Source: an optimization exercise on an open RTL-to-GDS flow (aim: small area, a short achievable clock period and few clock cycles). Production flows keep margins and buffers that such runs may drop.
Only simulation tests tie the RTL to the original design; equivalence was not proved.
No activity file was given, so power comes from the tool's default toggle rates.

File: flow/run.sh
#!/bin/bash
# synth_recipe.tcl (not shown) runs the flow's synth.tcl, then flattens the netlist and writes it again
# the make line also repeats each setting of config.mk as NAME=value (left out here)
make -C /OpenROAD-flow-scripts/flow DESIGN_CONFIG=/design/flow/config.mk WORK_HOME=/design/flow/orfs CLKGATE_MAP_FILE= SYNTH_SCRIPT=/design/flow/synth_recipe.tcl finish
File: flow/config.mk
export PLATFORM = sky130hd
export DESIGN_NAME = systolic_tpu
export DESIGN_NICKNAME = systolic_tpu
export VERILOG_FILES = /design/flow/design.v
export SDC_FILE = /design/flow/constraint.sdc
export NUM_CORES = 4
export LEC_CHECK = 0
export ABC_AREA = 1
export CAP_MARGIN = 20
export CORE_MARGIN = 2
export CORE_UTILIZATION = 55
export SETUP_SLACK_MARGIN = 3.5
export SLEW_MARGIN = 20
File: flow/constraint.sdc
create_clock -name core_clock -period 7.0 [get_ports {clk}]
set_input_delay 1.4000 -clock core_clock [delete_from_list [all_inputs] [get_ports {clk}]]
set_output_delay 1.4000 -clock core_clock [all_outputs]
set_load 0.01 [all_outputs]
File: flow/design.v
package tpu_pkg;
    localparam int ARRAY_DIM = 4;
    localparam int DATA_W = 8;
    localparam int ACC_W  = 32;
    localparam int SUM_W  = 24;
    localparam int NCY    = 6;
    localparam int OPND_WORD_W = ARRAY_DIM * DATA_W;
    localparam int C_WORD_W = ARRAY_DIM * ACC_W;
    localparam int INDEX_W = 16;
    localparam int IDX_W = 14;
    localparam int DIM_W = 8;
    localparam logic [1:0] PH_READ  = 2'd0;
    localparam logic [1:0] PH_GAP   = 2'd1;
    localparam logic [1:0] PH_DRAIN = 2'd2;
    localparam logic [1:0] PH_FIN   = 2'd3;
endpackage
`timescale 1ns/1ps
import tpu_pkg::*;
module tile_sequencer
(
    input  logic               clk,
    input  logic               rst_n,
    input  logic               start_valid,
    input  logic [DIM_W-1:0]   k_dim,
    input  logic [DIM_W-1:0]   m_dim,
    input  logic [DIM_W-1:0]   n_dim,
    output logic               start_ready,
    output logic [INDEX_W-1:0] a_index,
    output logic [INDEX_W-1:0] b_index,
    output logic               rd,
    output logic               first_k,
    output logic               tile_done,
    output logic [1:0]         tile_cols_m1
);
    logic               busy;
    logic               first;
    logic [1:0]         phase;
    logic [DIM_W-1:0]   k_m1;
    logic [DIM_W-3:0]   m_last;
    logic [DIM_W-3:0]   n_last;
    logic [1:0]         v_last;
    logic [DIM_W-3:0]   mt_cnt;
    logic [DIM_W-3:0]   nt_cnt;
    logic [DIM_W-1:0]   k_cnt;
    logic [1:0]         cnt;
    logic [IDX_W-1:0]   a_idx;
    logic [IDX_W-1:0]   b_idx;
    logic [IDX_W-1:0]   b_base;
    logic [DIM_W-1:0]   m_dim_m1;
    logic [DIM_W-1:0]   n_dim_m1;
    logic               accept;
    logic               step;
    logic               k1_first;
    logic [IDX_W-1:0]   a_cur;
    logic [IDX_W-1:0]   b_cur;
    logic               last_k;
    logic               last_mt;
    logic               last_nt;
    logic [1:0]         gap;
    assign m_dim_m1 = m_dim - 1'b1;
    assign n_dim_m1 = n_dim - 1'b1;
    assign accept   = start_valid && !busy;
    assign step     = busy && phase == PH_READ;
    assign k1_first = first && k_m1 == '0;
    assign a_cur    = k1_first ? '0 : a_idx;
    assign b_cur    = k1_first ? '0 : b_idx;
    assign last_k   = k1_first || k_cnt == k_m1;
    assign last_mt  = mt_cnt == m_last;
    assign last_nt  = nt_cnt == n_last;
    assign rd           = accept || (step && !k1_first);
    assign first_k      = accept || k_cnt == '0;
    assign tile_done    = step && last_k;
    assign tile_cols_m1 = last_mt ? v_last : 2'd3;
    assign gap = k_m1[DIM_W-1:2] == '0 && tile_cols_m1 > k_m1[1:0] ?
                 tile_cols_m1 - k_m1[1:0] : 2'd0;
    always_ff @(posedge clk) begin
        if (accept) begin
            k_m1   <= k_dim - 1'b1;
            m_last <= m_dim_m1[DIM_W-1:2];
            n_last <= n_dim_m1[DIM_W-1:2];
            v_last <= m_dim_m1[1:0];
        end
    end
    always_ff @(posedge clk or negedge rst_n) begin
        if (!rst_n) begin
            busy   <= 1'b0;
            first  <= 1'b0;
            phase  <= PH_READ;
            mt_cnt <= '0;
            nt_cnt <= '0;
            k_cnt  <= '0;
            cnt    <= '0;
            a_idx  <= '0;
            b_idx  <= '0;
            b_base <= '0;
        end else begin
            first <= accept;
            if (accept) begin
                busy  <= 1'b1;
                phase <= PH_READ;
                k_cnt <= 8'd1;
                a_idx <= 14'd1;
                b_idx <= 14'd1;
            end else if (step) begin
                if (!last_k) begin
                    k_cnt <= k_cnt + 1'b1;
                    a_idx <= a_idx + 1'b1;
                    b_idx <= b_idx + 1'b1;
                end else begin
                    k_cnt <= '0;
                    cnt   <= gap;
                    if (!last_mt) begin
                        mt_cnt <= mt_cnt + 1'b1;
                        a_idx  <= a_cur + 1'b1;
                        b_idx  <= b_base;
                        phase  <= gap == 2'd0 ? PH_READ : PH_GAP;
                    end else if (!last_nt) begin
                        mt_cnt <= '0;
                        nt_cnt <= nt_cnt + 1'b1;
                        a_idx  <= '0;
                        b_idx  <= b_cur + 1'b1;
                        b_base <= b_cur + 1'b1;
                        phase  <= gap == 2'd0 ? PH_READ : PH_GAP;
                    end else begin
                        mt_cnt <= '0;
                        nt_cnt <= '0;
                        a_idx  <= '0;
                        b_idx  <= '0;
                        b_base <= '0;
                        cnt    <= tile_cols_m1;
                        phase  <= PH_DRAIN;
                    end
                end
            end else if (busy) begin
                cnt <= cnt - 1'b1;
                if (phase == PH_GAP && cnt == 2'd1) begin
                    phase <= PH_READ;
                end
                if (phase == PH_DRAIN && cnt == 2'd0) begin
                    phase <= PH_FIN;
                end
                if (phase == PH_FIN) begin
                    phase <= PH_READ;
                    busy  <= 1'b0;
                end
            end
        end
    end
    assign start_ready = !busy;
    assign a_index     = {{(INDEX_W-IDX_W){1'b0}}, a_idx};
    assign b_index     = {{(INDEX_W-IDX_W){1'b0}}, b_idx};
endmodule
`timescale 1ns/1ps
import tpu_pkg::*;
module operand_skew
(
    input  logic                                 clk,
    input  logic                                 rd,
    input  logic                                 first_k,
    input  logic [OPND_WORD_W-1:0]               a_data,
    input  logic [OPND_WORD_W-1:0]               b_data,
    output logic [OPND_WORD_W-1:0]               a_col,
    output logic [ARRAY_DIM*(DATA_W+2)-1:0]      a3_col,
    output logic [ARRAY_DIM*OPND_WORD_W-1:0]     b_col,
    output logic [ARRAY_DIM-1:0]                 clr_col
);
    logic [OPND_WORD_W-1:0] b_dly [ARRAY_DIM];
    logic                   clr_dly [ARRAY_DIM];
    always_ff @(posedge clk) begin
        b_dly[0]   <= b_data;
        clr_dly[0] <= rd && first_k;
        for (int c = 1; c < ARRAY_DIM; c++) begin
            b_dly[c]   <= b_dly[c-1];
            clr_dly[c] <= clr_dly[c-1];
        end
    end
    for (genvar c = 0; c < ARRAY_DIM; c++) begin : g_col
        logic [DATA_W-1:0] a_dly [c+1];
        logic [DATA_W-1:0] a_in;
        logic [DATA_W+1:0] a3_in;
        logic [DATA_W+1:0] a3_q;
        always_ff @(posedge clk) begin
            a_dly[0] <= rd ? a_data[OPND_WORD_W-1-c*DATA_W -: DATA_W] : '0;
            for (int i = 1; i <= c; i++) begin
                a_dly[i] <= a_dly[i-1];
            end
        end
        if (c == 0) begin : g_in
            assign a_in  = a_data[OPND_WORD_W-1 -: DATA_W];
            assign a3_in = rd ? {2'b00, a_in} + {1'b0, a_in, 1'b0} : '0;
        end else begin : g_dly
            assign a_in  = a_dly[c-1];
            assign a3_in = {2'b00, a_in} + {1'b0, a_in, 1'b0};
        end
        always_ff @(posedge clk) begin
            a3_q <= a3_in;
        end
        assign a3_col[c*(DATA_W+2) +: DATA_W+2]               = a3_q;
        assign a_col[OPND_WORD_W-1-c*DATA_W -: DATA_W]        = a_dly[c];
        assign b_col[c*OPND_WORD_W +: OPND_WORD_W]            = b_dly[c];
        assign clr_col[c]                                     = clr_dly[c];
    end
endmodule
`timescale 1ns/1ps
import tpu_pkg::*;
module mac_pe
(
    input  logic              clk,
    input  logic              clear,
    input  logic [DATA_W-1:0] a_in,
    input  logic [DATA_W+1:0] a3_in,
    input  logic [DATA_W-1:0] b_in,
    output logic [SUM_W-1:0]  s,
    output logic [NCY-1:0]   cy
);
    logic [39:0]      pp;
    logic [SUM_W-1:0] sg;
    logic [NCY-1:0]   cg;
    logic [SUM_W-1:0] s_d;
    logic [NCY-1:0]   cy_d;
    logic s1;
    logic c2;
    logic s3;
    logic c4;
    logic s5;
    logic c6;
    logic s7;
    logic c8;
    logic s9;
    logic c10;
    logic s11;
    logic c12;
    logic s13;
    logic c14;
    logic s15;
    logic c16;
    logic s17;
    logic c18;
    logic s19;
    logic c20;
    logic s21;
    logic c22;
    logic s23;
    logic c24;
    logic s25;
    logic c26;
    logic s27;
    logic c28;
    logic s29;
    logic c30;
    logic s31;
    logic c32;
    logic s33;
    logic c34;
    logic s35;
    logic c36;
    logic s37;
    logic c38;
    logic s39;
    logic c40;
    logic s41;
    logic c42;
    logic s43;
    logic c44;
    logic s45;
    logic c46;
    logic s47;
    logic c48;
    logic s49;
    logic c50;
    logic s51;
    logic c52;
    logic s53;
    logic c54;
    logic s55;
    logic c56;
    logic s57;
    logic c58;
    logic s59;
    logic c60;
    logic s61;
    logic c62;
    logic s63;
    logic c64;
    logic s65;
    logic c66;
    logic s67;
    logic c68;
    logic s69;
    logic c70;
    logic s71;
    logic c72;
    logic s73;
    logic c74;
    logic s75;
    logic c76;
    logic s77;
    logic c78;
    logic [DATA_W+1:0] a1;
    logic [DATA_W+1:0] a2;
    assign a1 = {2'b00, a_in};
    assign a2 = {1'b0, a_in, 1'b0};
    for (genvar j = 0; j < 4; j++) begin : g_pp
        logic d1, d2, d3;
        assign d1 = b_in[2*j+1:2*j] == 2'd1;
        assign d2 = b_in[2*j+1:2*j] == 2'd2;
        assign d3 = b_in[2*j+1:2*j] == 2'd3;
        assign pp[j*10 +: 10] = ({10{d1}} & a1) | ({10{d2}} & a2) | ({10{d3}} & a3_in);
    end
    assign sg = s & {SUM_W{!clear}};
    assign cg = cy & {6{!clear}};
    assign s1 = pp[4] ^ pp[12];
    assign c2 = pp[4] & pp[12];
    assign s3 = pp[5] ^ pp[13];
    assign c4 = pp[5] & pp[13];
    assign s5 = pp[6] ^ pp[14] ^ pp[22];
    assign c6 = (pp[6] & pp[14]) | (pp[6] & pp[22]) | (pp[14] & pp[22]);
    assign s7 = pp[30] ^ sg[6];
    assign c8 = pp[30] & sg[6];
    assign s9 = pp[7] ^ pp[15] ^ pp[23];
    assign c10 = (pp[7] & pp[15]) | (pp[7] & pp[23]) | (pp[15] & pp[23]);
    assign s11 = pp[31] ^ sg[7];
    assign c12 = pp[31] & sg[7];
    assign s13 = pp[8] ^ pp[16] ^ pp[24];
    assign c14 = (pp[8] & pp[16]) | (pp[8] & pp[24]) | (pp[16] & pp[24]);
    assign s15 = pp[32] ^ sg[8] ^ cg[2];
    assign c16 = (pp[32] & sg[8]) | (pp[32] & cg[2]) | (sg[8] & cg[2]);
    assign s17 = pp[9] ^ pp[17] ^ pp[25];
    assign c18 = (pp[9] & pp[17]) | (pp[9] & pp[25]) | (pp[17] & pp[25]);
    assign s19 = pp[33] ^ sg[9];
    assign c20 = pp[33] & sg[9];
    assign s21 = pp[18] ^ pp[26] ^ pp[34];
    assign c22 = (pp[18] & pp[26]) | (pp[18] & pp[34]) | (pp[26] & pp[34]);
    assign s23 = sg[10] ^ cg[3];
    assign c24 = sg[10] & cg[3];
    assign s25 = pp[19] ^ pp[27] ^ pp[35];
    assign c26 = (pp[19] & pp[27]) | (pp[19] & pp[35]) | (pp[27] & pp[35]);
    assign s27 = pp[28] ^ pp[36];
    assign c28 = pp[28] & pp[36];
    assign s29 = pp[20] ^ sg[4];
    assign c30 = pp[20] & sg[4];
    assign s31 = pp[21] ^ sg[5] ^ s3;
    assign c32 = (pp[21] & sg[5]) | (pp[21] & s3) | (sg[5] & s3);
    assign s33 = cg[1] ^ s5 ^ s7;
    assign c34 = (cg[1] & s5) | (cg[1] & s7) | (s5 & s7);
    assign s35 = s9 ^ s11 ^ c6;
    assign c36 = (s9 & s11) | (s9 & c6) | (s11 & c6);
    assign s37 = s13 ^ s15 ^ c10;
    assign c38 = (s13 & s15) | (s13 & c10) | (s15 & c10);
    assign s39 = s17 ^ s19 ^ c14;
    assign c40 = (s17 & s19) | (s17 & c14) | (s19 & c14);
    assign s41 = s21 ^ s23 ^ c18;
    assign c42 = (s21 & s23) | (s21 & c18) | (s23 & c18);
    assign s43 = sg[11] ^ s25 ^ c22;
    assign c44 = (sg[11] & s25) | (sg[11] & c22) | (s25 & c22);
    assign s45 = sg[12] ^ cg[4] ^ s27;
    assign c46 = (sg[12] & cg[4]) | (sg[12] & s27) | (cg[4] & s27);
    assign s47 = pp[29] ^ pp[37] ^ sg[13];
    assign c48 = (pp[29] & pp[37]) | (pp[29] & sg[13]) | (pp[37] & sg[13]);
    assign s49 = pp[2] ^ pp[10];
    assign c50 = pp[2] & pp[10];
    assign s51 = pp[3] ^ pp[11] ^ sg[3];
    assign c52 = (pp[3] & pp[11]) | (pp[3] & sg[3]) | (pp[11] & sg[3]);
    assign s53 = cg[0] ^ s1 ^ s29;
    assign c54 = (cg[0] & s1) | (cg[0] & s29) | (s1 & s29);
    assign s55 = c2 ^ s31 ^ c30;
    assign c56 = (c2 & s31) | (c2 & c30) | (s31 & c30);
    assign s57 = c4 ^ s33 ^ c32;
    assign c58 = (c4 & s33) | (c4 & c32) | (s33 & c32);
    assign s59 = c8 ^ s35 ^ c34;
    assign c60 = (c8 & s35) | (c8 & c34) | (s35 & c34);
    assign s61 = c12 ^ s37 ^ c36;
    assign c62 = (c12 & s37) | (c12 & c36) | (s37 & c36);
    assign s63 = c16 ^ s39 ^ c38;
    assign c64 = (c16 & s39) | (c16 & c38) | (s39 & c38);
    assign s65 = c20 ^ s41 ^ c40;
    assign c66 = (c20 & s41) | (c20 & c40) | (s41 & c40);
    assign s67 = c24 ^ s43 ^ c42;
    assign c68 = (c24 & s43) | (c24 & c42) | (s43 & c42);
    assign s69 = c26 ^ s45 ^ c44;
    assign c70 = (c26 & s45) | (c26 & c44) | (s45 & c44);
    assign s71 = c28 ^ s47 ^ c46;
    assign c72 = (c28 & s47) | (c28 & c46) | (s47 & c46);
    assign s73 = pp[38] ^ sg[14] ^ c48;
    assign c74 = (pp[38] & sg[14]) | (pp[38] & c48) | (sg[14] & c48);
    assign s75 = pp[39] ^ sg[15];
    assign c76 = pp[39] & sg[15];
    assign s77 = sg[16] ^ cg[5];
    assign c78 = sg[16] & cg[5];
    assign {cy_d[0], s_d[3:0]} = 5'({s51, sg[2], pp[1], pp[0]}) + 5'({c50, s49, sg[1], sg[0]});
    assign {cy_d[1], s_d[5:4]} = 3'({s55, s53}) + 3'({c54, c52});
    assign {cy_d[2], s_d[7:6]} = 3'({s59, s57}) + 3'({c58, c56});
    assign {cy_d[3], s_d[9:8]} = 3'({s63, s61}) + 3'({c62, c60});
    assign {cy_d[4], s_d[11:10]} = 3'({s67, s65}) + 3'({c66, c64});
    assign {cy_d[5], s_d[15:12]} = 5'({s75, s73, s71, s69}) + 5'({c74, c72, c70, c68});
    assign s_d[23:16] = {sg[23], sg[22], sg[21], sg[20], sg[19], sg[18], sg[17], s77} + {1'b0, 1'b0, 1'b0, 1'b0, 1'b0, 1'b0, c78, c76};
    always_ff @(posedge clk) begin
        s  <= s_d;
        cy <= cy_d;
    end
endmodule
module sum_resolve
(
    input  logic [SUM_W-1:0] s,
    input  logic [NCY-1:0]   cy,
    output logic [SUM_W-1:0] sum
);
    logic [NCY:0] cin;
    logic [NCY-1:0] g;
    logic [NCY-1:0] p;
    assign sum[3:0] = s[3:0];
    assign cin[0] = 1'b0;
    assign g[0] = &s[5:4] & cy[0];
    assign p[0] = (&s[5:4] & !cy[0]) | (s[5:4] == 2'd2 & cy[0]);
    assign cin[1] = g[0] | (p[0] & cin[0]);
    assign sum[5:4] = s[5:4] + 2'(cy[0]) + 2'(cin[0]);
    assign g[1] = &s[7:6] & cy[1];
    assign p[1] = (&s[7:6] & !cy[1]) | (s[7:6] == 2'd2 & cy[1]);
    assign cin[2] = g[1] | (p[1] & cin[1]);
    assign sum[7:6] = s[7:6] + 2'(cy[1]) + 2'(cin[1]);
    assign g[2] = &s[9:8] & cy[2];
    assign p[2] = (&s[9:8] & !cy[2]) | (s[9:8] == 2'd2 & cy[2]);
    assign cin[3] = g[2] | (p[2] & cin[2]);
    assign sum[9:8] = s[9:8] + 2'(cy[2]) + 2'(cin[2]);
    assign g[3] = &s[11:10] & cy[3];
    assign p[3] = (&s[11:10] & !cy[3]) | (s[11:10] == 2'd2 & cy[3]);
    assign cin[4] = g[3] | (p[3] & cin[3]);
    assign sum[11:10] = s[11:10] + 2'(cy[3]) + 2'(cin[3]);
    assign g[4] = &s[15:12] & cy[4];
    assign p[4] = (&s[15:12] & !cy[4]) | (s[15:12] == 4'd14 & cy[4]);
    assign cin[5] = g[4] | (p[4] & cin[4]);
    assign sum[15:12] = s[15:12] + 4'(cy[4]) + 4'(cin[4]);
    assign g[5] = &s[23:16] & cy[5];
    assign p[5] = (&s[23:16] & !cy[5]) | (s[23:16] == 8'd254 & cy[5]);
    assign cin[6] = g[5] | (p[5] & cin[5]);
    assign sum[23:16] = s[23:16] + 8'(cy[5]) + 8'(cin[5]);
endmodule
`timescale 1ns/1ps
import tpu_pkg::*;
module result_drain
(
    input  logic                                 clk,
    input  logic                                 rst_n,
    input  logic                                 start_accept,
    input  logic                                 tile_done,
    input  logic [1:0]                           tile_cols_m1,
    input  logic [ARRAY_DIM*ARRAY_DIM*SUM_W-1:0] s_flat,
    input  logic [ARRAY_DIM*ARRAY_DIM*NCY-1:0]   cy_flat,
    output logic                                 c_wr_en,
    output logic [INDEX_W-1:0]                   c_index,
    output logic [C_WORD_W-1:0]                  c_data
);
    logic             wpend;
    logic [1:0]       wn_m1;
    logic             take;
    logic [3:0]       wsel;
    logic [1:0]       wrem;
    logic [IDX_W-1:0] c_idx;
    logic [SUM_W-1:0] c_sum [ARRAY_DIM];
    always_ff @(posedge clk or negedge rst_n) begin
        if (!rst_n) begin
            wpend   <= 1'b0;
            wn_m1   <= '0;
            take    <= 1'b0;
            wsel    <= '0;
            wrem    <= '0;
            c_wr_en <= 1'b0;
        end else begin
            wpend   <= tile_done;
            wn_m1   <= tile_cols_m1;
            c_wr_en <= take;
            if (wpend) begin
                take <= 1'b1;
                wsel <= 4'b0001;
                wrem <= wn_m1;
            end else if (take && wrem != '0) begin
                wsel <= {wsel[2:0], 1'b0};
                wrem <= wrem - 1'b1;
            end else begin
                take <= 1'b0;
            end
        end
    end
    for (genvar r = 0; r < ARRAY_DIM; r++) begin : g_lane
        logic [SUM_W-1:0] s_sel;
        logic [NCY-1:0]   cy_sel;
        logic [SUM_W-1:0] sum;
        always_comb begin
            s_sel  = '0;
            cy_sel = '0;
            for (int c = 0; c < ARRAY_DIM; c++) begin
                s_sel  = s_sel  | ({SUM_W{wsel[c]}} & s_flat[(r*ARRAY_DIM+c)*SUM_W +: SUM_W]);
                cy_sel = cy_sel | ({NCY{wsel[c]}}   & cy_flat[(r*ARRAY_DIM+c)*NCY +: NCY]);
            end
        end
        sum_resolve sum_resolve_i (
            .s   (s_sel),
            .cy  (cy_sel),
            .sum (sum)
        );
        always_ff @(posedge clk) begin
            c_sum[r] <= sum;
        end
        assign c_data[C_WORD_W-1-r*ACC_W -: ACC_W] = {{(ACC_W-SUM_W){1'b0}}, c_sum[r]};
    end
    always_ff @(posedge clk or negedge rst_n) begin
        if (!rst_n) begin
            c_idx <= '0;
        end else if (start_accept) begin
            c_idx <= '0;
        end else if (c_wr_en) begin
            c_idx <= c_idx + 1'b1;
        end
    end
    assign c_index = {{(INDEX_W-IDX_W){1'b0}}, c_idx};
endmodule
`timescale 1ns/1ps
import tpu_pkg::*;
module systolic_tpu
(
    input  logic                   clk,
    input  logic                   rst_n,
    input  logic                   start_valid,
    output logic                   start_ready,
    input  logic [DIM_W-1:0]       k_dim,
    input  logic [DIM_W-1:0]       m_dim,
    input  logic [DIM_W-1:0]       n_dim,
    output logic [INDEX_W-1:0]     a_index,
    input  logic [OPND_WORD_W-1:0] a_data,
    output logic [INDEX_W-1:0]     b_index,
    input  logic [OPND_WORD_W-1:0] b_data,
    output logic                   c_wr_en,
    output logic [INDEX_W-1:0]     c_index,
    output logic [C_WORD_W-1:0]    c_data
);
    logic                                 rd;
    logic                                 first_k;
    logic                                 tile_done;
    logic [1:0]                           tile_cols_m1;
    logic [ARRAY_DIM-1:0]                 clr_col;
    logic [OPND_WORD_W-1:0]               a_col;
    logic [ARRAY_DIM*(DATA_W+2)-1:0]      a3_col;
    logic [ARRAY_DIM*OPND_WORD_W-1:0]     b_col;
    logic [ARRAY_DIM*ARRAY_DIM*SUM_W-1:0] s_flat;
    logic [ARRAY_DIM*ARRAY_DIM*NCY-1:0]   cy_flat;
    tile_sequencer tile_sequencer_i (
        .clk          (clk),
        .rst_n        (rst_n),
        .start_valid  (start_valid),
        .k_dim        (k_dim),
        .m_dim        (m_dim),
        .n_dim        (n_dim),
        .start_ready  (start_ready),
        .a_index      (a_index),
        .b_index      (b_index),
        .rd           (rd),
        .first_k      (first_k),
        .tile_done    (tile_done),
        .tile_cols_m1 (tile_cols_m1)
    );
    operand_skew operand_skew_i (
        .clk     (clk),
        .rd      (rd),
        .first_k (first_k),
        .a_data  (a_data),
        .b_data  (b_data),
        .a_col   (a_col),
        .a3_col  (a3_col),
        .b_col   (b_col),
        .clr_col (clr_col)
    );
    for (genvar r = 0; r < ARRAY_DIM; r++) begin : g_row
        for (genvar c = 0; c < ARRAY_DIM; c++) begin : g_col
            mac_pe mac_pe_i (
                .clk   (clk),
                .clear (clr_col[c]),
                .a_in  (a_col[OPND_WORD_W-1-c*DATA_W -: DATA_W]),
                .a3_in (a3_col[c*(DATA_W+2) +: DATA_W+2]),
                .b_in  (b_col[c*OPND_WORD_W + OPND_WORD_W-1-r*DATA_W -: DATA_W]),
                .s     (s_flat[(r*ARRAY_DIM+c)*SUM_W +: SUM_W]),
                .cy    (cy_flat[(r*ARRAY_DIM+c)*NCY +: NCY])
            );
        end
    end
    result_drain result_drain_i (
        .clk          (clk),
        .rst_n        (rst_n),
        .start_accept (start_valid && start_ready),
        .tile_done    (tile_done),
        .tile_cols_m1 (tile_cols_m1),
        .s_flat       (s_flat),
        .cy_flat      (cy_flat),
        .c_wr_en      (c_wr_en),
        .c_index      (c_index),
        .c_data       (c_data)
    );
endmodule
==> results.py, run 1 <==
metrics = {
    "cts": {
        "cts_tree": "yes",
        "cts_sinks": 939,
        "clk_latency_ns": 0.73,
        "cts-htree-levels": 3,
        "path_clk_slew_ns": 0.06,
        "root_buffer": "clkbuf_16",
        "cts_buffer_depth": 3,
        "hold_buffers": 0,
        "cts_made_buffers": 106,
    },
    "critical_path": {
        "worstSetupEndpoint": "g_row[1].g_col[2].mac_pe_i.s[9]",
        "r2r-end": "g_row[1].g_col[2].mac_pe_i.s[9]",
        "reg2regPathDepth": 10,
        "cp_max_fo": 7,
        "worstPathCellList": "inv_1, nand2_2, o221ai_1, fa_1, inv_1, fa_1, inv_1, fa_1, ha_1, fa_1",
        "cp_slowest_cell": "fa_1",
        "slowest_delay_ns": 0.57,
        "path_class": "reg -> reg",
        "cp_num_cells": 10,
        "cp-end-kind": "flip-flop",
        "worstPathRequired_ns": 7.60,
        "critical_path.startpoint": "operand_skew_i.b_dly[2][16]",
        "crit_path_start_kind": "flip-flop",
        "arrival_ns": 4.09,
        "reg2reg_from": "operand_skew_i.b_dly[2][16]",
        "r2r_slack_ns": 3.51,
        "path_common_cell": "fa_1",
        "crit_buf_inv": 3,
        "critPathTopFamily": "adder cells",
    },
    "timing": {
        "grt_setup_unrepaired": "yes",
        "fin_setup_tns_ns": 0,
        "min_period_ns": 3.493,
        "worst_pin_slew_ns": 1.033,
        "finalSetupViolations": 0,
        "finClkSkew_ns": 0.03545,
        "hold_slack_ns": 0.3218,
        "fmax_ghz": 0.2863,
        "slew_headroom_pct": 31.16,
        "slew_viol_final": 0,
        "fin_crit_sh_pct": 49.90,
        "finalHoldViolCount": 0,
    },
    "final_layout": {
        "n_fill_cell": 9728,
        "area.growth.synth_to_final_pct": 17.18,
        "final_layout_size_suffix_gt1_share_pct": 11.90,
        "final_common_cell": "inv_1",
        "final_cell_mix": "inv_1, nand2_1, dfxtp_1",
        "nNetsFinal": 8848,
    },
    "drt": {
        "dr.pass1.iters": 7,
        "wl_per_cell_um": 23.89,
        "drtIter0Drc": 5668,
        "viasPerCell": 5.757,
        "drc_errors": 0,
        "finalWirelength_um": 222400,
        "ant_nets": 0,
        "vias": 53610,
    },
    "grt": {
        "grt_pass1_wl_um": 328200,
        "track_usage_pct": 37.51,
        "gr-total-overflow": 0,
        "first_global_vias": 52590,
        "antenna_found_initial": 7,
        "grt_max_degree": 64,
    },
    "die": {
        "rows": 124,
        "die_height_um": 342.1,
        "ioPinCount": 269,
        "die_x_um": 342.1,
        "core_area_mm2": 0.1139,
        "dieArea_mm2": 0.1170,
        "start_util_pct": 55.20,
    },
    "yosys": {
        "synth_top_cell_by_area": "dfxtp_1",
        "ys_ff_latch": 939,
        "synth_cell_types": 60,
        "synth_xor_area_share_pct": 3.664,
        "synth_warnings": 11,
        "yosys.area_share.adder_pct": 27.86,
        "syn_area_mm2": 0.06287,
        "yosys.area_share.simple_pct": 14.89,
        "yosysSeqAreaShare_pct": 30.99,
        "synthMuxAreaShare_pct": 0,
        "syn_area_per_cell_um2": 8.561,
        "synth_top_family_by_area": "adder cells",
        "synth-compound-area-share_pct": 11.57,
        "yosys.area.top_type_share_pct": 26.24,
        "yosys-top-cells-area": "dfxtp_1, fa_1, ha_1",
        "synth_cells": 7343,
    },
    "power_and_ir_drop": {
        "powerDensity_mw_per_mm2": 365.7,
        "irDropWorstVdd_uv": 276.5,
        "cellLeakagePower_uw": 0.03537,
    },
    "hold_path": {
        "worst_hold_path_type": "reg -> reg",
        "hold_start": "operand_skew_i.g_col[3].a_dly[0][2]",
    },
    "flow_run": {
        "drv_cap": 0,
    },
    "placement": {
        "globalplace.congestion": 1.007,
        "dp_hpwl_um": 164300,
        "port_buffers": 230,
    },
    "outcome": {
        "status": "timing/DRC/antenna clean",
    },
}
-- worst reg2reg max path: stages, from the launching register on --
cell	delay [ns]
dfxtp_1	0.50
inv_1	0.18
nand2_2	0.24
o221ai_1	0.19
fa_1	0.57
inv_1	0.06
fa_1	0.54
inv_1	0.06
fa_1	0.41
ha_1	0.21
fa_1	0.42
-- timing repair --
action,in CTS,in global routing
cloned,5,3
setup endpoints to repair,326,168
setup buffers,143,98
pin swaps,1,12
gates resized for setup,255,280
-- sequential cells by signal (all words and copies together), names as in the netlist, 8 cells and up --
signal                      count
tile_sequencer_i.k_cnt          8
g_row.g_col.mac_pe_i.cy        96
operand_skew_i.g_col.a3_q      39
operand_skew_i.b_dly          128
g_row.g_col.mac_pe_i.s        384
result_drain_i.c_sum           96
operand_skew_i.g_col.a_dly     77
tile_sequencer_i.a_idx         14
result_drain_i.c_idx           14
tile_sequencer_i.b_base        14
tile_sequencer_i.k_m1           8
tile_sequencer_i.b_idx         14
-- cell type report --
cell class              count  area [um^2]  share of cell area, %
well taps                1512         1892                  2.568
flip-flops and latches    939        19750                  26.81
multi-input cells        4697        37440                  50.82
repair buffers            512         5120                  6.950
clock buffers             144         3048                  4.138
inverters                1447         5718                  7.762
clock inverters            54        665.6                 0.9036
diodes                      2        5.005               0.006794
repair inverters            5        30.03                0.04077
-- per-layer routing --
layer	global-route usage (%)	up-vias	share of wire [%]
met5	0	-	0.017
met4	19.98	6	5.9
met3	10.79	627	11
met2	57.16	2900	44
met1	48.30	25800	39
li1	-	24270	-
-- per-stage QoR --
| stage | worst slack, ns | cell area, um^2 | total power [uW] | cells | utilization, % |
|---|---|---|---|---|---|
| 4_1_cts | 3.437 | 71820 | 26690 | 9209 | 63.06 |
| 3_3_place_gp | 2.582 | 66030 | 19900 | 8863 | 57.99 |
| 2_1_floorplan | 3.532 | 63010 | 16690 | 7380 | - |
| 6_report | 3.507 | 73660 | 26940 | 9312 | 64.69 |
| 5_1_grt | 3.448 | 73660 | 29410 | 9310 | 64.68 |
| 3_5_place_dp | 2.548 | 66030 | 20390 | 8863 | 57.99 |
-- logic make-up after synthesis --
group / after synthesis
other: 1
XOR/XNOR: 263
adder cells (fa/ha/maj): 1049
AO/OA/AOI/OAI: 1073
flip-flops: 939
AND/OR/NAND/NOR: 2273
buffers and inverters: 1745
-- synthesized netlist by cell type, drive strengths merged --
cell,number
fa,585
and3,1
buf,139
o311ai,4
o221a,1
a21o,2
a22oi,2
edfxtp,22
or2,9
nand3b,5
clkinv,5
dfxtp,824
nand2,1243
xor2,189
o221ai,359
nor4,8
o21a,1
a31oi,2
inv,1442
nand4,50
xnor2,74
o31ai,5
o211ai,21
o21bai,8
or3,3
nand3,220
a22o,22
nor3,49
clkbuf,159
a221oi,13
dfrtp,93
o2111ai,3
conb,1
nor2,678
nor3b,7
a21oi,263
o22ai,207
o21ai,160
ha,464
-- power by group --
part | total [uW] | internal, uW | switching, uW
combinational | 12800 | 5320 | 7510
sequential | 8150 | 7020 | 1120
clock | 5960 | 3470 | 2490
-- worst min-delay path by stage --
stage	depth (start not counted)	slack, ns	end
floorplan	0	0.31	operand_skew_i.g_col[2].a_dly[1][0]
global placement	0	0.31	operand_skew_i.g_col[3].a_dly[1][4]
detailed placement	0	0.31	operand_skew_i.g_col[3].a_dly[2][1]
CTS	0	0.32	operand_skew_i.g_col[3].a_dly[2][1]
global route	0	0.32	operand_skew_i.g_col[3].a_dly[2][1]
finish	0	0.32	operand_skew_i.g_col[3].a_dly[1][2]
Testbench counts, summed over its fixed seeds: cycles 41,281.
==> run 2, diff against run 1 <==
--- a/flow/config.mk
+++ b/flow/config.mk
@@ -9,5 +9,6 @@
 export CAP_MARGIN = 20
 export CORE_MARGIN = 2
 export CORE_UTILIZATION = 55
-export SETUP_SLACK_MARGIN = 3.5
+export SETUP_SLACK_MARGIN = 4.0
 export SLEW_MARGIN = 20
+export TNS_END_PERCENT = 5
==> run 2 against run 1 <==
Global-route usage is 0.81 points higher; synthesized cell count unchanged; worst hold slack worse by 0.0052 ns; synthesized area unchanged; first-iteration DRC count increased by 4.3%; critical endpoint is now g_row[1].g_col[1].mac_pe_i.s[9]; largest cell class unchanged; largest power group unchanged; highest routed layer unchanged.
==> results.py, run 2 <==
metrics = {
    "drt": {
        "ant_nets": 0,
        "wl_met1_um": 87110,
        "dr.pass1.iters": 7,
        "drc_errors": 0,
        "vias": 54300,
        "viasPerCell": 5.805,
        "wl_per_cell_um": 24.18,
        "top_layer": "met5",
        "routed-wl-met2_um": 96320,
        "finalWirelength_um": 226200,
        "drtIter0Drc": 5913,
        "wl_met3_um": 26180,
    },
    "critical_path": {
        "worstPathRequired_ns": 7.61,
        "critical_path.startpoint": "operand_skew_i.g_col[1].a3_q[6]",
        "arrival_ns": 3.97,
        "cp_max_fo": 4,
        "path_class": "reg -> reg",
        "reg2regPathDepth": 10,
        "r2r-end": "g_row[1].g_col[1].mac_pe_i.s[9]",
        "reg2reg_from": "operand_skew_i.g_col[1].a3_q[6]",
        "crit_path_start_kind": "flip-flop",
        "cp-end-kind": "flip-flop",
        "r2r_slack_ns": 3.65,
        "worstSetupEndpoint": "g_row[1].g_col[1].mac_pe_i.s[9]",
    },
    "die": {
        "start_util_pct": 55.20,
        "die_height_um": 342.1,
        "rows": 124,
        "ioPinCount": 269,
        "core_area_mm2": 0.1139,
        "die_x_um": 342.1,
        "dieArea_mm2": 0.1170,
    },
    "power_and_ir_drop": {
        "power_frac_seq_pct": 29.7,
        "irDropWorstVdd_uv": 214.3,
        "clockPowerShare_pct": 22.0,
        "cellLeakagePower_uw": 0.03635,
        "powerDensity_mw_per_mm2": 359.5,
        "p_int_uw": 16130,
        "p_sw_share_pct": 41.31,
        "p_switching_uw": 11360,
        "comb_power_share_pct": 48.3,
    },
    "timing": {
        "fmax_ghz": 0.2982,
        "min_period_ns": 3.354,
        "hold_slack_ns": 0.3166,
        "finClkSkew_ns": 0.02970,
        "fin_crit_sh_pct": 47.91,
        "slew_headroom_pct": 38.72,
        "worst_pin_slew_ns": 0.9192,
        "slew_viol_final": 0,
        "finalHoldViolCount": 0,
        "grt_setup_unrepaired": "yes",
        "fin_setup_tns_ns": 0,
        "finalSetupViolations": 0,
    },
    "hold_path": {
        "hold_start": "operand_skew_i.g_col[3].a_dly[1][5]",
        "worst_hold_path_type": "reg -> reg",
    },
    "yosys": {
        "ys_ff_latch": 939,
        "synth.top_cells.by_count": "inv_1, nand2_1, dfxtp_1, nor2_1, fa_1",
        "async_flop_share_pct": 9.904,
        "yosys.area.top_type_share_pct": 26.24,
        "syn_area_per_cell_um2": 8.561,
        "synth_cell_types": 60,
        "synthFlopType": "dfxtp_1",
        "synth.most_common_cell": "inv_1",
        "yosys-top-cells-area": "dfxtp_1, fa_1, ha_1",
        "synth_warnings": 11,
        "synth_top_cell_by_area": "dfxtp_1",
        "syn_area_mm2": 0.06287,
        "yosysSeqAreaShare_pct": 30.99,
        "synth_cells": 7343,
        "synth-edff-count": 22,
    },
    "outcome": {
        "status": "timing/DRC/antenna clean",
    },
    "flow_run": {
        "drv_cap": 0,
    },
    "grt": {
        "grt_pass1_wl_um": 333800,
        "antenna_found_initial": 10,
        "grt_max_degree": 66,
        "gr-total-overflow": 0,
        "first_global_vias": 53260,
        "track_usage_pct": 38.32,
    },
    "final_layout": {
        "n_fill_cell": 9387,
        "largest_reg_flops": 384,
        "finalInstanceArea_mm2": 0.07647,
        "instances_no_fill": 9353,
        "seq_area_mm2": 0.01992,
        "final_common_cell": "inv_1",
        "nNetsFinal": 8890,
        "multiInputGateArea_mm2": 0.03911,
        "area.growth.synth_to_final_pct": 21.65,
        "finish.utilization_pct": 67.15,
        "final_cell_mix": "inv_1, nand2_1, dfxtp_1",
        "top_regs": "g_row.g_col.mac_pe_i.s: 384 flops, operand_skew_i.b_dly: 128 flops",
        "regMostFlops": "g_row.g_col.mac_pe_i.s",
        "final_layout_size_suffix_gt1_share_pct": 16.76,
    },
    "cts": {
        "cts_sinks": 939,
        "cts-htree-levels": 3,
        "cts_buffer_depth": 3,
        "path_clk_slew_ns": 0.06,
        "root_buffer": "clkbuf_16",
        "cts_made_buffers": 106,
        "cts_tree": "yes",
        "clk_latency_ns": 0.74,
    },
    "placement": {
        "dp_hpwl_um": 162400,
        "port_buffers": 230,
        "globalplace.congestion": 1.002,
        "placed_area_mm2": 0.06694,
        "dp.cells": 8873,
    },
}
[run 2: cell counts after synthesis]
Identical to the previous run, type by type.
[run 2: layer usage]
| metal | up-vias | track usage [%] |
|---|---|---|
| met5 | - | 0 |
| met4 | 4 | 22.20 |
| met3 | 769 | 10.60 |
| met2 | 3123 | 57.42 |
| met1 | 26030 | 49.77 |
| li1 | 24380 | - |
[run 2: repair_timing]
action	in CTS	in global routing
buffers inserted	193	68
resized for setup	627	285
cloned	15	5
endpoints found under the setup margin	493	376
hold buffers	0	0
pin swaps	70	74
[run 2: power by group through the flow]
stage	clock network, uW	registers, uW	logic (uW)
2_1_floorplan	0	7540	9330
3_3_place_gp	0	8160	11900
3_5_place_dp	0	8180	12500
4_1_cts	6130	8090	13000
5_1_grt	6340	8210	15400
6_report	6060	8150	13300
[run 2: worst min-delay path by stage]
stage | end | slack, ns | depth (start not counted)
6_report | operand_skew_i.g_col[3].a_dly[2][5] | 0.32 | 0
4_1_cts | operand_skew_i.g_col[3].a_dly[2][5] | 0.31 | 0
3_5_place_dp | operand_skew_i.g_col[2].a_dly[1][4] | 0.31 | 0
5_1_grt | operand_skew_i.g_col[3].a_dly[2][5] | 0.32 | 0
2_1_floorplan | operand_skew_i.g_col[2].a_dly[1][0] | 0.31 | 0
3_3_place_gp | operand_skew_i.g_col[3].a_dly[1][6] | 0.31 | 0
[run 2: critical path, cell delays in order, from the launching register on]
cell        delay (ns)
dfxtp_4           0.36
buf_4             0.12
clkinvlp_2        0.20
o22ai_1           0.26
a21oi_1           0.08
fa_1              0.53
fa_1              0.55
inv_1             0.05
fa_1              0.45
ha_1              0.22
fa_1              0.42
[run 2: final cells by class]
| class | count | share of cell area [%] |
|---|---|---|
| antenna | 1 | 0.003272 |
| inverter | 1447 | 7.652 |
| timing repair buffer | 552 | 7.636 |
| clock inverter | 51 | 0.9849 |
| multi-input combinational | 4697 | 51.13 |
| tap | 1512 | 2.474 |
| sequential | 939 | 26.05 |
| timing repair inverter | 7 | 0.07853 |
| clock buffer | 147 | 3.987 |
[run 2: cells by family (layout without fill, tap and decap cells)]
group,Yosys count,in the layout,synth area share [%]
XOR/XNOR,263,263,3.664
AND/OR/NAND/NOR,2273,2274,14.89
adder cells (fa/ha/maj),1049,1049,27.86
flip-flops,939,939,30.99
buffers and inverters,1745,2204,11.01
other,1,39,0.005965
AO/OA/AOI/OAI,1073,1073,11.57
[run 2: through the flow]
stage	power [uW]	setup WS, ns
2_1_floorplan	16870	3.921
3_3_place_gp	20090	2.249
3_5_place_dp	20630	2.252
4_1_cts	27210	3.708
5_1_grt	29940	3.583
6_report	27490	3.646
==> run 3, diff against run 2 <==
--- a/flow/design.v
+++ b/flow/design.v
@@ -6,6 +6,8 @@
     localparam int NCY    = 6;
     localparam int OPND_WORD_W = ARRAY_DIM * DATA_W;
     localparam int C_WORD_W = ARRAY_DIM * ACC_W;
+    localparam int BSEL_W = 12;
+    localparam int BSEL_WORD_W = ARRAY_DIM * BSEL_W;
     localparam int INDEX_W = 16;
     localparam int IDX_W = 14;
     localparam int DIM_W = 8;
@@ -161,13 +163,24 @@
     input  logic [OPND_WORD_W-1:0]               b_data,
     output logic [OPND_WORD_W-1:0]               a_col,
     output logic [ARRAY_DIM*(DATA_W+2)-1:0]      a3_col,
-    output logic [ARRAY_DIM*OPND_WORD_W-1:0]     b_col,
+    output logic [ARRAY_DIM*BSEL_WORD_W-1:0]     bsel_col,
     output logic [ARRAY_DIM-1:0]                 clr_col
 );
-    logic [OPND_WORD_W-1:0] b_dly [ARRAY_DIM];
+    logic [BSEL_WORD_W-1:0] b_dly [ARRAY_DIM];
     logic                   clr_dly [ARRAY_DIM];
+    logic [BSEL_WORD_W-1:0] b_sel;
+    always_comb begin
+        for (int l = 0; l < ARRAY_DIM; l++) begin
+            for (int j = 0; j < 4; j++) begin
+                for (int m = 1; m <= 3; m++) begin
+                    b_sel[BSEL_WORD_W-BSEL_W*(l+1) + 3*j + m-1] =
+                        b_data[OPND_WORD_W-DATA_W*(l+1) + 2*j +: 2] == 2'(m);
+                end
+            end
+        end
+    end
     always_ff @(posedge clk) begin
-        b_dly[0]   <= b_data;
+        b_dly[0]   <= b_sel;
         clr_dly[0] <= rd && first_k;
         for (int c = 1; c < ARRAY_DIM; c++) begin
             b_dly[c]   <= b_dly[c-1];
@@ -197,7 +210,7 @@
         end
         assign a3_col[c*(DATA_W+2) +: DATA_W+2]               = a3_q;
         assign a_col[OPND_WORD_W-1-c*DATA_W -: DATA_W]        = a_dly[c];
-        assign b_col[c*OPND_WORD_W +: OPND_WORD_W]            = b_dly[c];
+        assign bsel_col[c*BSEL_WORD_W +: BSEL_WORD_W]         = b_dly[c];
         assign clr_col[c]                                     = clr_dly[c];
     end
 endmodule
@@ -209,7 +222,7 @@
     input  logic              clear,
     input  logic [DATA_W-1:0] a_in,
     input  logic [DATA_W+1:0] a3_in,
-    input  logic [DATA_W-1:0] b_in,
+    input  logic [BSEL_W-1:0] bsel_in,
     output logic [SUM_W-1:0]  s,
     output logic [NCY-1:0]   cy
 );
@@ -302,9 +315,9 @@
     assign a2 = {1'b0, a_in, 1'b0};
     for (genvar j = 0; j < 4; j++) begin : g_pp
         logic d1, d2, d3;
-        assign d1 = b_in[2*j+1:2*j] == 2'd1;
-        assign d2 = b_in[2*j+1:2*j] == 2'd2;
-        assign d3 = b_in[2*j+1:2*j] == 2'd3;
+        assign d1 = bsel_in[3*j];
+        assign d2 = bsel_in[3*j+1];
+        assign d3 = bsel_in[3*j+2];
         assign pp[j*10 +: 10] = ({10{d1}} & a1) | ({10{d2}} & a2) | ({10{d3}} & a3_in);
     end
     assign sg = s & {SUM_W{!clear}};
@@ -454,6 +467,7 @@
     logic [1:0]       wn_m1;
     logic             take;
     logic [3:0]       wsel;
+    logic [3:0]       wsel_n;
     logic [1:0]       wrem;
     logic [IDX_W-1:0] c_idx;
     logic [SUM_W-1:0] c_sum [ARRAY_DIM];
@@ -463,6 +477,7 @@
             wn_m1   <= '0;
             take    <= 1'b0;
             wsel    <= '0;
+            wsel_n  <= '1;
             wrem    <= '0;
             c_wr_en <= 1'b0;
         end else begin
@@ -472,9 +487,11 @@
             if (wpend) begin
                 take <= 1'b1;
                 wsel <= 4'b0001;
+                wsel_n <= 4'b1110;
                 wrem <= wn_m1;
             end else if (take && wrem != '0) begin
                 wsel <= {wsel[2:0], 1'b0};
+                wsel_n <= {wsel_n[2:0], 1'b1};
                 wrem <= wrem - 1'b1;
             end else begin
                 take <= 1'b0;
@@ -489,8 +506,10 @@
             s_sel  = '0;
             cy_sel = '0;
             for (int c = 0; c < ARRAY_DIM; c++) begin
-                s_sel  = s_sel  | ({SUM_W{wsel[c]}} & s_flat[(r*ARRAY_DIM+c)*SUM_W +: SUM_W]);
-                cy_sel = cy_sel | ({NCY{wsel[c]}}   & cy_flat[(r*ARRAY_DIM+c)*NCY +: NCY]);
+                logic sel;
+                sel    = r % 2 == 0 ? wsel[c] : !wsel_n[c];
+                s_sel  = s_sel  | ({SUM_W{sel}} & s_flat[(r*ARRAY_DIM+c)*SUM_W +: SUM_W]);
+                cy_sel = cy_sel | ({NCY{sel}}   & cy_flat[(r*ARRAY_DIM+c)*NCY +: NCY]);
             end
         end
         sum_resolve sum_resolve_i (
@@ -540,7 +559,7 @@
     logic [ARRAY_DIM-1:0]                 clr_col;
     logic [OPND_WORD_W-1:0]               a_col;
     logic [ARRAY_DIM*(DATA_W+2)-1:0]      a3_col;
-    logic [ARRAY_DIM*OPND_WORD_W-1:0]     b_col;
+    logic [ARRAY_DIM*BSEL_WORD_W-1:0]     bsel_col;
     logic [ARRAY_DIM*ARRAY_DIM*SUM_W-1:0] s_flat;
     logic [ARRAY_DIM*ARRAY_DIM*NCY-1:0]   cy_flat;
     tile_sequencer tile_sequencer_i (
@@ -566,7 +585,7 @@
         .b_data  (b_data),
         .a_col   (a_col),
         .a3_col  (a3_col),
-        .b_col   (b_col),
+        .bsel_col(bsel_col),
         .clr_col (clr_col)
     );
     for (genvar r = 0; r < ARRAY_DIM; r++) begin : g_row
@@ -576,7 +595,7 @@
                 .clear (clr_col[c]),
                 .a_in  (a_col[OPND_WORD_W-1-c*DATA_W -: DATA_W]),
                 .a3_in (a3_col[c*(DATA_W+2) +: DATA_W+2]),
-                .b_in  (b_col[c*OPND_WORD_W + OPND_WORD_W-1-r*DATA_W -: DATA_W]),
+                .bsel_in (bsel_col[c*BSEL_WORD_W + BSEL_WORD_W-1-r*BSEL_W -: BSEL_W]),
                 .s     (s_flat[(r*ARRAY_DIM+c)*SUM_W +: SUM_W]),
                 .cy    (cy_flat[(r*ARRAY_DIM+c)*NCY +: NCY])
             );
--- a/flow/config.mk
+++ b/flow/config.mk
@@ -9,6 +9,6 @@
 export CAP_MARGIN = 20
 export CORE_MARGIN = 2
 export CORE_UTILIZATION = 55
-export SETUP_SLACK_MARGIN = 4.0
+export SETUP_SLACK_MARGIN = 3.7
 export SLEW_MARGIN = 20
-export TNS_END_PERCENT = 5
+export TNS_END_PERCENT = 10
==> run 3 against run 2 <==
Synthesized area rose by 4.2%; worst hold slack improved by 0.0061 ns; clock power rose by 5.0%; sequential share of layout area rose by 2.2 points; still clean on timing, DRC and antenna; core utilization fell by 4.0 points; maximum frequency rose by 1.0%; critical path type unchanged; sequential cell count rose by 68; largest power group unchanged; total power rose by 37%; critical path depth fell by 2; clock skew rose by 0.0059 ns; wire length fell by 2.0%.
==> results.py, run 3 <==
metrics = {
    "outcome": {
        "status": "timing/DRC/antenna clean",
    },
    "yosys": {
        "yosysSeqAreaShare_pct": 31.87,
        "synth_cell_types": 58,
        "synth_top_cell_by_area": "dfxtp_1",
        "yosys.area.top_type_share_pct": 27.15,
        "yosys-top-cells-area": "dfxtp_1, fa_1, nand2_1",
        "async_flop_share_pct": 9.633,
        "synth_warnings": 11,
        "ys_ff_latch": 1007,
        "synthFlopType": "dfxtp_1",
        "synth.top_cells.by_count": "nand2_1, inv_1, dfxtp_1, nor2_1, fa_1",
        "syn_area_mm2": 0.06549,
        "synth.most_common_cell": "nand2_1",
        "synth-edff-count": 22,
        "syn_area_per_cell_um2": 8.044,
        "synth_cells": 8141,
    },
    "critical_path": {
        "slowest_delay_ns": 0.67,
        "arrival_ns": 3.95,
        "worstPathRequired_ns": 7.62,
        "critPathTopFamily": "adder cells",
        "worstPathCellList": "a22o_1, a21oi_1, fa_1, inv_1, fa_1, fa_1, ha_1, fa_1",
        "crit_buf_inv": 1,
        "path_common_cell": "fa_1",
        "cp_max_fo": 9,
        "cp-end-kind": "flip-flop",
        "cp_slowest_cell": "dfxtp_1",
        "path_class": "reg -> reg",
        "crit_path_start_kind": "flip-flop",
    },
    "timing": {
        "fin_crit_sh_pct": 47.44,
        "fin_setup_tns_ns": 0,
        "finClkSkew_ns": 0.03560,
        "slew_viol_final": 0,
        "worst_pin_slew_ns": 0.9426,
        "hold_slack_ns": 0.3228,
        "grt_setup_unrepaired": "yes",
        "min_period_ns": 3.321,
        "slew_headroom_pct": 37.10,
        "fmax_ghz": 0.3011,
        "finalSetupViolations": 0,
        "finalHoldViolCount": 0,
    },
    "grt": {
        "first_global_vias": 53800,
        "grt_pass1_wl_um": 329000,
        "gr-total-overflow": 0,
        "grt_max_degree": 66,
        "antenna_found_initial": 11,
        "track_usage_pct": 35.97,
    },
    "final_layout": {
        "regMostFlops": "g_row.g_col.mac_pe_i.s",
        "top_regs": "g_row.g_col.mac_pe_i.s: 384 flops, operand_skew_i.b_dly: 192 flops",
        "final_common_cell": "nand2_1",
        "seq_area_mm2": 0.02103,
        "finish.utilization_pct": 63.11,
        "area.growth.synth_to_final_pct": 13.79,
        "largest_reg_flops": 384,
        "final_layout_size_suffix_gt1_share_pct": 7.019,
        "final_cell_mix": "nand2_1, inv_1, dfxtp_1",
        "finalInstanceArea_mm2": 0.07452,
        "n_fill_cell": 10400,
        "multiInputGateArea_mm2": 0.03794,
        "nNetsFinal": 9379,
    },
    "power_and_ir_drop": {
        "powerDensity_mw_per_mm2": 506.4,
        "cellLeakagePower_uw": 0.03637,
        "irDropWorstVdd_uv": 386.5,
        "finalPower_uw": 37740,
    },
    "die": {
        "die_height_um": 349.1,
        "start_util_pct": 55.46,
        "die_x_um": 349.1,
        "core_area_mm2": 0.1181,
        "rows": 126,
        "dieArea_mm2": 0.1218,
        "ioPinCount": 269,
    },
    "drt": {
        "viasPerCell": 5.619,
        "dr.pass1.iters": 10,
        "drc_errors": 0,
        "finalWirelength_um": 221600,
        "vias": 55480,
        "wl_per_cell_um": 22.45,
        "drtIter0Drc": 6148,
        "ant_nets": 0,
    },
    "placement": {
        "placed_area_mm2": 0.06847,
        "globalplace.congestion": 0.9581,
        "dp_hpwl_um": 162400,
        "port_buffers": 230,
    },
    "hold_path": {
        "worst_hold_path_type": "reg -> reg",
    },
    "cts": {
        "clk_latency_ns": 0.77,
        "cts_tree": "yes",
        "cts-htree-levels": 3,
        "cts_buffer_depth": 3,
        "cts_made_buffers": 112,
        "root_buffer": "clkbuf_16",
        "path_clk_slew_ns": 0.06,
        "cts_sinks": 1007,
    },
    "flow_run": {
        "drv_cap": 0,
    },
}
## run 3: worst register-to-register path, stage by stage (launching register included)
cell and delay [ns]:
dfxtp_1 0.67, a22o_1 0.24, a21oi_1 0.06, fa_1 0.52
inv_1 0.06, fa_1 0.56, fa_1 0.43, ha_1 0.22
fa_1 0.42
## run 3: path summary, 6_finish.rpt
kind                       cells past startpoint  slack [ns]                                 from                             endpoint
min in group asynchronous                      1        0.63                                rst_n            tile_sequencer_i.a_idx[8]
min reg2reg                                    0        0.32  operand_skew_i.g_col[3].a_dly[1][0]  operand_skew_i.g_col[3].a_dly[2][0]
max                                            8        3.68          operand_skew_i.b_dly[1][10]     g_row[3].g_col[1].mac_pe_i.s[11]
max reg2reg                                    8        3.68          operand_skew_i.b_dly[1][10]     g_row[3].g_col[1].mac_pe_i.s[11]
max in group asynchronous                      2        4.98                                rst_n               result_drain_i.wsel[2]
min                                            0        0.32  operand_skew_i.g_col[3].a_dly[1][0]  operand_skew_i.g_col[3].a_dly[2][0]
## run 3: kinds of logic after synthesis
kind of cell               Yosys count  synth area share (%)
AOI/OAI and AO/OA                  771                 7.067
xor gates and xnor gates           251                 3.357
adders and majority gates         1049                 26.74
buffers and inverters             1829                 10.87
DFF                               1007                 31.87
muxes                                1               0.01529
other                                1              0.005726
and+or+nand+nor                   3232                 20.07
## run 3: timing repair
action                                  in CTS  in global routing
resized for setup                          107                231
buffers inserted                            49                 40
pin swaps                                    2                 43
cloned                                       3                 10
hold buffers                                 0                  0
endpoints found under the setup margin     229                150
## run 3: cell type report
class                      instances  area share, %
timing repair inverter             1        0.01007
tap                             1536          2.579
antenna                            2       0.006716
multi-input combinational       5342          50.92
clock buffer                     165          4.434
timing repair buffer             408          5.905
inverter                        1367          7.035
sequential                      1007          28.22
clock inverter                    45         0.8899
## run 3: per-stage QoR
step                cells  setup WS (ns)
floorplan            8178          3.598
global placement     9559          2.999
detailed placement   9559          2.896
CTS                  9821          3.540
global route         9872          3.592
finish               9873          3.679
## run 3: per-layer routing
metal | global-route usage, % | part of all wire, % | up-vias
li1 | - | - | 25280
met1 | 51.53 | 42 | 26740
met2 | 52.66 | 41 | 2940
met3 | 8.277 | 12 | 524
met4 | 13.94 | 4.8 | 4
met5 | 0 | 0.010 | -
## run 3: power breakdown
part / internal (uW) / switching, uW / total, uW
clock network: 3730 / 2640 / 6360
logic: 8620 / 13000 / 21600
registers: 7960 / 1800 / 9760
total: 20300 / 17400 / 37700
Testbench counts of run 3, summed over its fixed seeds: cycles 41,281.
==> run 4, diff against run 3 <==
--- a/flow/config.mk
+++ b/flow/config.mk
@@ -8,7 +8,7 @@
 export ABC_AREA = 1
 export CAP_MARGIN = 20
 export CORE_MARGIN = 2
-export CORE_UTILIZATION = 55
+export CORE_UTILIZATION = 65
 export SETUP_SLACK_MARGIN = 3.7
 export SLEW_MARGIN = 20
 export TNS_END_PERCENT = 10
==> run 4 against run 3 <==
Maximum frequency shrank 2.3%; clock power shrank 3.9%; core utilization grew 10 points; sequential power grew 0.5%; non-clock buffer count shrank 53; final cell count shrank 3.0%; sequential cell count is the same; first-iteration DRC count grew 17%; via count grew 0.92%; die area shrank 15%; largest power group unchanged.
==> results.py, run 4 <==
metrics = {
    "outcome": {
        "status": "timing/DRC/antenna clean",
    },
    "die": {
        "ioPinCount": 269,
        "dieArea_mm2": 0.1033,
        "start_util_pct": 65.48,
        "die_x_um": 321.4,
        "core_area_mm2": 0.1000,
        "die_height_um": 321.4,
        "rows": 116,
    },
    "cts": {
        "cts_buffer_depth": 3,
        "cts-htree-levels": 3,
        "root_buffer": "clkbuf_16",
        "path_clk_slew_ns": 0.06,
        "clk_latency_ns": 0.73,
        "cts_tree": "yes",
        "cts_sinks": 1007,
        "cts_made_buffers": 108,
    },
    "drt": {
        "dr.pass1.iters": 7,
        "vias": 55990,
        "wl_per_cell_um": 22.21,
        "ant_nets": 0,
        "finalWirelength_um": 212800,
        "drc_errors": 0,
        "drtIter0Drc": 7184,
        "viasPerCell": 5.845,
    },
    "timing": {
        "fin_setup_tns_ns": 0,
        "grt_setup_unrepaired": "yes",
        "finalSetupViolations": 0,
        "finClkSkew_ns": 0.03315,
        "min_period_ns": 3.399,
        "finalHoldViolCount": 0,
        "slew_viol_final": 0,
        "fin_crit_sh_pct": 48.56,
        "fmax_ghz": 0.2942,
        "slew_headroom_pct": 34.96,
        "setup_ws_ns": 3.601,
        "worst_pin_slew_ns": 0.9743,
    },
    "power_and_ir_drop": {
        "p_sw_share_pct": 46.72,
        "finalPower_uw": 37370,
        "irDropWorstVdd_uv": 456.3,
        "p_int_uw": 19910,
        "power_frac_seq_pct": 26.3,
        "p_switching_uw": 17460,
        "comb_power_share_pct": 57.4,
        "clockPowerShare_pct": 16.3,
        "cellLeakagePower_uw": 0.03590,
        "powerDensity_mw_per_mm2": 511.0,
    },
    "yosys": {
        "ys_ff_latch": 1007,
        "synth.most_common_cell": "nand2_1",
        "yosys-top-cells-area": "dfxtp_1, fa_1, nand2_1",
        "synthFlopType": "dfxtp_1",
        "synth-edff-count": 22,
        "yosysSeqAreaShare_pct": 31.87,
        "synth_cells": 8141,
        "syn_area_per_cell_um2": 8.044,
        "async_flop_share_pct": 9.633,
        "synth_top_cell_by_area": "dfxtp_1",
        "synth_warnings": 11,
        "syn_area_mm2": 0.06549,
        "synth.top_cells.by_count": "nand2_1, inv_1, dfxtp_1, nor2_1, fa_1",
        "synth_cell_types": 58,
        "yosys.area.top_type_share_pct": 27.15,
    },
    "grt": {
        "track_usage_pct": 41.07,
        "first_global_vias": 54510,
        "grt_use_met3_pct": 12.69,
        "globalRouteMet1Util_pct": 56.30,
        "busiest_layer": "met2",
        "met2_usage_pct": 59.65,
        "antenna_found_initial": 13,
        "grt_pass1_wl_um": 321300,
        "grt_max_degree": 68,
        "gr-total-overflow": 0,
    },
    "critical_path": {
        "cp-end-kind": "flip-flop",
        "crit_path_start_kind": "flip-flop",
        "path_class": "reg -> reg",
        "worstPathRequired_ns": 7.60,
        "cp_max_fo": 6,
        "arrival_ns": 4.00,
    },
    "placement": {
        "port_buffers": 230,
        "globalplace.congestion": 0.9701,
        "place_ws_ns": 2.894,
        "dp_hpwl_um": 157700,
    },
    "final_layout": {
        "final_common_cell": "nand2_1",
        "top_regs": "g_row.g_col.mac_pe_i.s: 384 flops, operand_skew_i.b_dly: 192 flops",
        "largest_reg_flops": 384,
        "multiInputGateArea_mm2": 0.03779,
        "nNetsFinal": 9322,
        "area.growth.synth_to_final_pct": 11.70,
        "regMostFlops": "g_row.g_col.mac_pe_i.s",
        "seq_area_mm2": 0.02099,
        "final_layout_size_suffix_gt1_share_pct": 5.776,
        "final_cell_mix": "nand2_1, inv_1, dfxtp_1",
        "n_fill_cell": 7809,
    },
    "hold_path": {
        "worst_hold_path_type": "reg -> reg",
    },
    "flow_run": {
        "drv_cap": 0,
    },
}
==> run 4: cell count changes in the layout (fill, tap and decap cells not counted), sizes merged <==
| cell | delta |
|---|---|
| buf | -44 |
| bufbuf | -1 |
| clkbuf | -39 |
| clkinv | +10 |
| clkinvlp | +6 |
| diode | +3 |
| inv | +9 |
==> run 4: critical path: stages (launching register included) <==
cell and delay [ns]:
dfxtp_4 0.37, buf_12 0.13, clkinvlp_4 0.17, buf_4 0.21, o21ai_1 0.12, inv_1 0.08
fa_1 0.50, inv_1 0.06, fa_2 0.53, fa_1 0.44, ha_2 0.20, fa_1 0.46
==> run 4: path summary, 6_finish.rpt <==
| kind | from | end | slack (ns) | cells past startpoint |
|---|---|---|---|---|
| setup / recovery | operand_skew_i.g_col[2].a_dly[2][7] | g_row[2].g_col[2].mac_pe_i.s[11] | 3.60 | 11 |
| hold / removal | operand_skew_i.g_col[2].a_dly[0][3] | operand_skew_i.g_col[2].a_dly[1][3] | 0.31 | 0 |
| setup reg to reg | operand_skew_i.g_col[2].a_dly[2][7] | g_row[2].g_col[2].mac_pe_i.s[11] | 3.60 | 11 |
| hold reg to reg | operand_skew_i.g_col[2].a_dly[0][3] | operand_skew_i.g_col[2].a_dly[1][3] | 0.31 | 0 |
| max in group asynchronous | rst_n | result_drain_i.wsel[0] | 5.06 | 2 |
| min in group asynchronous | rst_n | tile_sequencer_i.a_idx[12] | 0.74 | 1 |
==> run 4: layout make-up <==
class	instances	share of cell area, %
diodes	5	0.01711
clock buffers	134	4.107
clock inverters	70	1.076
inverters	1367	7.147
multi-input cells	5342	51.67
flip-flops and latches	1007	28.69
well taps	1298	2.220
repair buffers	355	5.063
repair inverters	1	0.01026
==> run 4: through the flow <==
stage / utilization (%) / cells / area (um^2) / hold WS [ns]
final: 73.14 / 9579 / 73150 / 0.3146
after floorplan: - / 8178 / 65650 / 0.3096
after global placement: 68.10 / 9312 / 68110 / 0.3106
after global routing: 73.14 / 9576 / 73140 / 0.3280
after CTS: 72.45 / 9550 / 72450 / 0.3183
after detailed placement: 68.10 / 9312 / 68110 / 0.3121
==> run 4: logic make-up (layout without fill, tap and decap cells) <==
logic type                 count (synthesis)  count (layout)  share of synthesized area [%]
xor gates and xnor gates                 251             251                          3.357
adders and majority gates               1049            1049                          26.74
AOI/OAI and AO/OA                        771             771                          7.067
buffers and inverters                   1829            1927                          10.87
and+or+nand+nor                         3232            3232                          20.07
other                                      1              43                       0.005726
muxes                                      1               1                        0.01529
DFF                                     1007            1007                          31.87
==> run 4: timing repair <==
item                                   4_1_cts  5_1_grt
endpoints found under the hold margin        0        0
hold buffers                                 0        0
setup endpoints to repair                  228      162
resized for setup                           78      156
setup buffers                               32       21
pin swaps                                    2       36
cloned                                       2        3
==> run 4: layer usage <==
metal,vias up,wire (um),share of wire [%]
li1,25140,-,-
met1,26530,82410,39
met2,3579,89170,42
met3,727,29770,14
met4,12,11360,5.3
met5,-,74,0.035
==> run 4: power groups by stage <==
stage,combinational [uW],sequential [uW],clock [uW]
detailed placement,20200,9830,0
global route,24200,9910,6350
global placement,19300,9830,0
floorplan,14500,8750,0
CTS,20800,9700,6130
finish,21400,9810,6110
==> run 5, diff against run 4 <==
--- a/flow/config.mk
+++ b/flow/config.mk
@@ -8,7 +8,7 @@
 export ABC_AREA = 1
 export CAP_MARGIN = 20
 export CORE_MARGIN = 2
-export CORE_UTILIZATION = 65
-export SETUP_SLACK_MARGIN = 3.7
+export CORE_UTILIZATION = 55
+export SETUP_SLACK_MARGIN = 4.0
 export SLEW_MARGIN = 20
-export TNS_END_PERCENT = 10
+export TNS_END_PERCENT = 5
==> run 5 against run 4 <==
Clock-buffer cell count increased by 30; wire length up 3.5%; core utilization down 9.5 points; non-clock buffer count grew 61; sequential power up 0.5%.
==> results.py, run 5 <==
metrics = {
    "drt": {
        "ant_nets": 0,
        "dr.pass1.iters": 7,
        "finalWirelength_um": 220200,
        "vias": 55000,
    },
    "power_and_ir_drop": {
        "comb_power_share_pct": 58.0,
        "clockPowerShare_pct": 16.1,
        "p_switching_uw": 17600,
        "cellLeakagePower_uw": 0.03655,
    },
    "timing": {
        "finClkSkew_ns": 0.02399,
        "fin_setup_tns_ns": 0,
        "grt_setup_unrepaired": "yes",
        "worst_pin_slew_ns": 0.9181,
        "finalSetupViolations": 0,
        "min_period_ns": 3.248,
        "hold_slack_ns": 0.3094,
        "slew_headroom_pct": 38.15,
    },
    "placement": {
        "port_buffers": 230,
        "place_ws_ns": 2.913,
        "globalplace.congestion": 0.9483,
    },
    "yosys": {
        "synth_top_cell_by_area": "dfxtp_1",
        "yosys.area.top_type_share_pct": 27.15,
        "yosys-top-cells-area": "dfxtp_1, fa_1, nand2_1",
        "syn_area_mm2": 0.06549,
        "synth.most_common_cell": "nand2_1",
        "yosysSeqAreaShare_pct": 31.87,
    },
    "flow_run": {
        "drv_cap": 0,
    },
    "cts": {
        "cts_tree": "yes",
        "cts-htree-levels": 3,
    },
    "die": {
        "dieArea_mm2": 0.1218,
        "die_height_um": 349.1,
        "core_area_mm2": 0.1181,
        "rows": 126,
        "start_util_pct": 55.46,
        "die_x_um": 349.1,
    },
    "grt": {
        "gr-total-overflow": 0,
        "grt_max_degree": 71,
        "first_global_vias": 53360,
        "track_usage_pct": 36.09,
    },
    "critical_path": {
        "cp-end-kind": "flip-flop",
        "cp_max_fo": 12,
        "worstPathCellList": "buf_12, clkinvlp_4, buf_12, o22ai_1, inv_1, fa_1, inv_1, fa_1, fa_1, ha_2, fa_2, xor2_1",
        "reg2regPathDepth": 12,
        "worstPathRequired_ns": 7.62,
    },
    "final_layout": {
        "area.growth.synth_to_final_pct": 14.77,
        "finish.utilization_pct": 63.65,
        "nNetsFinal": 9385,
        "top_regs": "g_row.g_col.mac_pe_i.s: 384 flops, operand_skew_i.b_dly: 192 flops",
    },
    "hold_path": {
        "min_path_cells": 0,
    },
    "outcome": {
        "status": "timing/DRC/antenna clean",
    },
}
run 5: per-layer routing:
layer / vias up / global-route usage (%) / part of all wire, %
li1: 25290 / - / -
met1: 26320 / 51.87 / 42
met2: 2853 / 51.90 / 41
met3: 531 / 8.963 / 12
met4: 2 / 14.53 / 4.8
met5: - / 0 / 0.0059
run 5: repair_timing:
| item | CTS | global route |
|---|---|---|
| pin swaps | 58 | 54 |
| endpoints found under the setup margin | 499 | 380 |
| buffers inserted | 71 | 24 |
| gates cloned | 11 | 7 |
| resized for setup | 321 | 147 |
| hold buffers | 0 | 0 |
run 5: layout make-up:
class	instances	area [um^2]	area share [%]
repair buffers	416	4822	6.416
clock inverters	44	519.2	0.6909
repair inverters	1	7.507	0.009989
diodes	2	5.005	0.006659
clock buffers	164	3289	4.377
multi-input cells	5342	38230	50.86
well taps	1536	1922	2.557
flip-flops and latches	1007	21100	28.08
inverters	1367	5261	7.000
run 5: power groups by stage:
stage | sequential [uW] | combinational [uW] | clock, uW
2_1_floorplan | 8760 | 14800 | 0
3_3_place_gp | 9830 | 19700 | 0
3_5_place_dp | 9830 | 20300 | 0
4_1_cts | 9740 | 21500 | 6230
5_1_grt | 9980 | 25200 | 6460
6_report | 9860 | 22100 | 6150
run 5: kinds of logic (layout without fill, tap and decap cells):
family | after synthesis | count (layout) | share of synthesized area (%)
xor+xnor | 251 | 251 | 3.357
other cells | 1 | 40 | 0.005726
flops | 1007 | 1007 | 31.87
fa+ha+maj | 1049 | 1049 | 26.74
buf+inv | 1829 | 1992 | 10.87
simple gates | 3232 | 3232 | 20.07
mux | 1 | 1 | 0.01529
compound gates | 771 | 771 | 7.067
run 5: path summary, 6_finish.rpt:
kind,start,slack [ns],endpoint
max reg2reg,operand_skew_i.g_col[1].a_dly[1][7],3.75,g_row[0].g_col[1].mac_pe_i.s[14]
min reg2reg,operand_skew_i.g_col[2].a_dly[0][4],0.31,operand_skew_i.g_col[2].a_dly[1][4]
max,operand_skew_i.g_col[1].a_dly[1][7],3.75,g_row[0].g_col[1].mac_pe_i.s[14]
min,operand_skew_i.g_col[2].a_dly[0][4],0.31,operand_skew_i.g_col[2].a_dly[1][4]
min in group asynchronous,rst_n,0.64,tile_sequencer_i.a_idx[9]
max in group asynchronous,rst_n,5.02,result_drain_i.wsel[2]
run 5: per-stage QoR:
step                area (um^2)  cells  total power, uW
floorplan                 66260   8178            23510
detailed placement        68610   9556            30120
global route              75150   9877            41620
finish                    75160   9879            38140
CTS                       74340   9846            37510
global placement          68580   9555            29510
